From an optimization exercise on the open Yosys and OpenROAD flow, aimed at small area and a short achievable clock period; shortcuts taken in it are not production practice.
The RTL was checked by simulation tests, not by an equivalence proof against the original design.
Power is estimated from default activity; no workload was simulated.

<file path="run.sh">
#!/bin/bash
# synth_recipe.tcl (not shown) runs the flow's synth.tcl, then flattens the netlist and writes it again
# the make line also repeats each setting of config.mk as NAME=value (left out here)
make -C /OpenROAD-flow-scripts/flow DESIGN_CONFIG=/design/flow/config.mk WORK_HOME=/design/flow/orfs CLKGATE_MAP_FILE= SYNTH_SCRIPT=/design/flow/synth_recipe.tcl finish
</file>
<file path="constraint.sdc">
create_clock -name core_clock -period 9.0 [get_ports {clk}]
set_input_delay 1.8000 -clock core_clock [delete_from_list [all_inputs] [get_ports {clk}]]
set_output_delay 1.8000 -clock core_clock [all_outputs]
set_load 0.01 [all_outputs]
</file>
<file path="design.v">
module regfile_sb #(
  parameter int XLEN     = 32,
  parameter int NREGS    = 32,
  parameter int NREAD    = 2,
  parameter int BYPASS   = 1,
  parameter int ZERO_REG = 1,
  localparam int AW      = $clog2(NREGS)
) (
  input  logic                  clk,
  input  logic                  rst_n,
  input  logic                  wr_en,
  input  logic [AW-1:0]         wr_addr,
  input  logic [XLEN-1:0]       wr_data,
  input  logic [NREAD*AW-1:0]   rd_addr,
  output logic [NREAD*XLEN-1:0] rd_data,
  output logic [NREAD-1:0]      rd_busy,
  input  logic                  sb_set,
  input  logic [AW-1:0]         sb_addr,
  input  logic                  flush,
  output logic [NREGS-1:0]      busy_vec,
  output logic [AW:0]           pend_cnt
);
  localparam bit ZR = (ZERO_REG != 0);
  localparam bit BP = (BYPASS != 0);
  logic [XLEN-1:0] regs_q [NREGS];
  logic [XLEN-1:0] regs_d [NREGS];
  logic [NREGS-1:0] busy_q;
  logic [NREGS-1:0] busy_d;
  logic [AW-1:0]    rd_addr_a [NREAD];
  logic wr_ok;
  assign wr_ok = wr_en && !(ZR && (wr_addr == '0));
  always_comb begin
    for (int r = 0; r < NREGS; r++) begin
      regs_d[r] = regs_q[r];
    end
    if (wr_ok) begin
      regs_d[wr_addr] = wr_data;
    end
  end
  always_comb begin
    busy_d = busy_q;
    for (int r = 0; r < NREGS; r++) begin
      if (flush) begin
        busy_d[r] = 1'b0;
      end else if (sb_set && (sb_addr == AW'(r)) && !(ZR && (r == 0))) begin
        busy_d[r] = 1'b1;
      end else if (wr_en && (wr_addr == AW'(r))) begin
        busy_d[r] = 1'b0;
      end
    end
  end
  always_ff @(posedge clk or negedge rst_n) begin
    if (!rst_n) begin
      for (int r = 0; r < NREGS; r++) begin
        regs_q[r] <= '0;
      end
      busy_q <= '0;
    end else begin
      for (int r = 0; r < NREGS; r++) begin
        regs_q[r] <= regs_d[r];
      end
      busy_q <= busy_d;
    end
  end
  always_comb begin
    rd_data = '0;
    rd_busy = '0;
    for (int i = 0; i < NREAD; i++) begin
      rd_addr_a[i] = rd_addr[i*AW +: AW];
      if (ZR && (rd_addr_a[i] == '0)) begin
        rd_data[i*XLEN +: XLEN] = '0;
        rd_busy[i]              = 1'b0;
      end else if (BP && wr_en && (wr_addr == rd_addr_a[i])) begin
        rd_data[i*XLEN +: XLEN] = wr_data;
        rd_busy[i]              = 1'b0;
      end else begin
        rd_data[i*XLEN +: XLEN] = regs_q[rd_addr_a[i]];
        rd_busy[i]              = busy_q[rd_addr_a[i]];
      end
    end
  end
  assign busy_vec = busy_q;
  always_comb begin
    pend_cnt = '0;
    for (int r = 0; r < NREGS; r++) begin
      pend_cnt = pend_cnt + {{AW{1'b0}}, busy_q[r]};
    end
  end
endmodule
</file>
<file path="config.mk">
export PLATFORM = sky130hd
export DESIGN_NAME = regfile_sb
export DESIGN_NICKNAME = regfile_sb
export VERILOG_FILES = /design/flow/design.v
export SDC_FILE = /design/flow/constraint.sdc
export NUM_CORES = 4
export LEC_CHECK = 0
export CAP_MARGIN = 20
export CORE_MARGIN = 2
export CORE_UTILIZATION = 30
export SLEW_MARGIN = 20
</file>
==> metrics.md <==
| Metric | Value |
|---|---|
| DR vias | 51.1k |
| DR vias/cell | between 6 and 7 |
| Nets | slightly below 5k |
| DP HPWL | 184000 µm |
| Status | complete, no violations |
| Htree depth | 3 |
| Fraction of layout cells with a size suffix above 1 | 0.324 |
| Clock root buffer | clkbuf_16 |
| Post-Place Setup Slack | ~1.4 ns |
| Most common cell in the synthesized netlist | dfrtp_1 |
| Max VDD drop | roughly 0.00017 V |
| M3 GR Usage | 0.134 |
| Mapped Area | between 50000 and 60000 µm² |
| Final period utilization | 0.893 |
| Buf/Inv on CP | 5 |
| Slew Limit Fails | 0 |
| Crit-path leading delay family | adder cells |
| CTS Buf Count | 109 |
| Top Ports | between 150 and 200 |
| Max frequency | ~120 MHz |
| Critical Path Source Type | flop |
| Worst slew pin tran | roughly 1.3 ns |
| Hold Slack | a little over 0.5 ns |
| Worst slew margin | 0.116 |
| Ys Warns | 4 |
| Gpl congestion | about 1.0 |
| Worst path cell trace | fa_1, inv_1, fa_1, inv_1, fa_1, inv_1, fa_1, fa_1, fa_1, fa_1, fa_1, inv_1, a21o_1, a21oi_1, xnor2_1, clkdlybuf4s50_1 |
| Primary FF master, synth | dfrtp_1 |
| Total Neg Setup Slack | 0 ns |
| Inst Count DP | approximately 7.1k |
| Initial antenna violation count | 34 |
| CTS tree | done |
| Post-synth EDFFs | 0 |
| Die Height | approximately 430 µm |
| Hold Path Class | reg -> reg |
| Path type of the worst setup path | reg -> out |
| Post-CTS sizing | 0 |
| Die ar. | approximately 190000 µm² |
| DRC marker count from the first detailed-route iteration | roughly 11k |
| Clk_skew | 0 ns |
| Congestion Overflow GR | 0 |
| Slowest-stage cell, CP | fa_1 |
| Most used cell, CP | fa_1 |
| Routed WL | about 300000 µm |
| FF+latch area | between 20000 and 30000 µm² |
| Slowest cell delay on critical path | between 0.5 and 0.6 ns |
| Max Cap Violations | 0 |
| Critical Path RT | ~7.2 ns |
| Clk sinks | 1023 |
| GRT Total Usage | 0.314 |
| Number of post-CTS setup repair buffers | 0 |
| Share of async-settable or async-resettable flops after synthesis | 1.00 |
| Multi-input gate area | 27100 µm² |
| # fillers | ~18k |
| Area share of the largest cell type after synthesis | 0.470 |
| GRT busiest layer | met2 |
| Post-DRT Antenna Nets | 0 |
| Mapped Nets | 4901 |
| Min Tclk post-route | between 8 and 9 ns |
| #FFs+latches synth | ~1.0k |
| Leak | between 20 and 30 nW |
| Mean Syn Cell Area | roughly 11 µm² |
| Finish-stage setup viols | 0 |
| Post-synthesis sequential area ratio | 0.470 |
| GRT met2 Usage | 0.436 |
| Pre-antenna DRT Iters | 11 |
| Crit-path max FO | 5 |
| Rows | 156 |
| Pin count of the biggest net entering global routing | 182 |
| Clk slew on worst S/H paths | 0.06 ns |
| Die X | between 400 and 500 µm |
| Design Area, Final | between 60000 and 70000 µm² |
| Placement Cell Area | about 59000 µm² |
| P&R area growth vs syn | 16.3% |
| Synth cell types | 87 |
| Vias in the first global route | roughly 48k |
| Hold violation count in the final report | 0 |
| PwrDens | approximately 210 nW/µm² |
| CP Data Arrival Time | just over 6 ns |
| Most common library cells after synthesis | 1023 x dfrtp_1, 995 x mux2_2, 591 x a22oi_1, 318 x and3_1, 246 x clkbuf_1 |
| RSZ-0062 raised after global routing | false |
| Skew-Pair Late Insertion Delay | ~0.78 ns |
| Non-Filler Instances | around 7.3k |
| Synth top area cells | dfrtp_1 47%, mux2_2 21%, a22oi_1 8.1% |
| CP Capture Type | output pin |
| Fin worst setup slack | 0.966 ns |
| Mean routed wirelength per cell | 41.0 µm |
| Synth Instances | slightly below 5k |
| Number of port buffers | around 160 |
| Grt met1 use | 0.385 |
| CTS Hold Bufs | 0 |
| First-pass GRT wire length | just over 400000 µm |
| Core area | approximately 180000 µm² |
| Post-synth top area cell | dfrtp_1 |
| Initial Utilization | 0.302 |
| # DRC | 0 |
| Worst-case clock buffer depth | 3 |
## worst paths after layout
kind,from,end,slack [ns],depth (start not counted)
worst max-delay path,busy_q[18]$_DFFE_PN0P_,pend_cnt[4],0.97,16
worst min-delay path,regs_q[4][0]$_DFFE_PN0P_,regs_q[4][0]$_DFFE_PN0P_,0.51,1
worst max register to register,busy_q[23]$_DFFE_PN0P_,busy_q[23]$_DFFE_PN0P_,8.06,3
worst min register to register,regs_q[4][0]$_DFFE_PN0P_,regs_q[4][0]$_DFFE_PN0P_,0.51,1
max in group asynchronous,rst_n,regs_q[11][5]$_DFFE_PN0P_,5.85,3
min in group asynchronous,rst_n,regs_q[28][23]$_DFFE_PN0P_,1.10,1
## routing by layer
| layer | vias to the layer above | share of wire | wire, µm |
|---|---|---|---|
| met5 | - | 0.00035 | 106 |
| met4 | 16 | 0.094 | 28500 |
| met3 | 1793 | 0.15 | 45100 |
| met2 | 5373 | 0.40 | 121000 |
| met1 | 25400 | 0.36 | 107000 |
| li1 | 18500 | - | - |
## area by class of cell
cell class / instances / share of cell area
clock buffers: 154 / 0.0501
repair buffers: 393 / 0.0559
flip-flops and latches: 1023 / 0.404
multi-input cells: 3246 / 0.428
clock inverters: 46 / 0.0100
well taps: 2370 / 0.0468
inverters: 59 / 0.00349
diodes: 51 / 0.00201
## state kept, by name, indices dropped and copies added, names as in the netlist
register and cells:
busy_q 31, regs_q 992
## cell usage in the layout (no fill, tap or decap), drive strengths merged, types with 32 or more instances in the layout
cell type,netlist,final
dfrtp,1023,1023
mux2,995,995
a22oi,591,591
and3,318,318
buf,238,256
nand2,200,200
clkbuf,248,154
o21ai,142,142
clkdlybuf4s50,0,137
nor2,125,125
nand4,120,120
nand3,108,108
a2111oi,100,100
inv,59,62
a21oi,60,60
nor4,57,57
diode,0,51
nor3,32,32
## per-stage QoR
stage	total power, mW	util
final	13.5	0.351
after global placement	8.43	0.328
after global routing	13.8	0.350
after floorplan	7.28	-
after CTS	13.3	0.350
after detailed placement	8.49	0.329
## cell families (layout without fill, tap and decap cells)
kind of cell | after synthesis | after routing | share of synthesized area
AOI/OAI and AO/OA | 1065 | 1065 | 0.144
buffers and inverters | 545 | 652 | 0.0444
adders and majority gates | 30 | 30 | 0.0101
and+or+nand+nor | 1100 | 1100 | 0.113
xor gates and xnor gates | 12 | 12 | 0.00193
other | 1 | 52 | 0.0000688
DFF | 1023 | 1023 | 0.470
muxes | 1038 | 1038 | 0.218
## power by group
group / internal [mW] / total, mW / leakage, nW / switching, mW
combinational: 1.02 / 2.14 / 12.7 / 1.12
clock: 2.81 / 4.92 / 1.87 / 2.12
sequential: 5.47 / 6.43 / 13.1 / 0.954
total: 9.30 / 13.5 / 27.7 / 4.19

[afterwards: timing with drivers on the ports]
The flow's constraints put no driver on any port. The routed layout listed below was extracted and timed again, unchanged, in two steps.
Step 1: set_driving_cell puts a clkbuf_16 on clk and a buf_2 on each other input, an assumption about the parent block.
Step 2 moves the port delays by t, midway between the first and last clock arrival at a register: inputs arrive t later, outputs are due t later. That takes back most of the time a late clock gives input paths.
Slacks: no drivers / after step 1 / after step 2; pairs: no drivers / after step 1.
t (ns): 0.869
slack for setup (ns): 0.966 / 0.878 / 1.092
worst slew at a driven data input, ns: 0.20
After both steps setup and hold are still met in this run. The setup slack of this run moves by -0.088 ns with the drivers and by +0.126 ns with both steps.
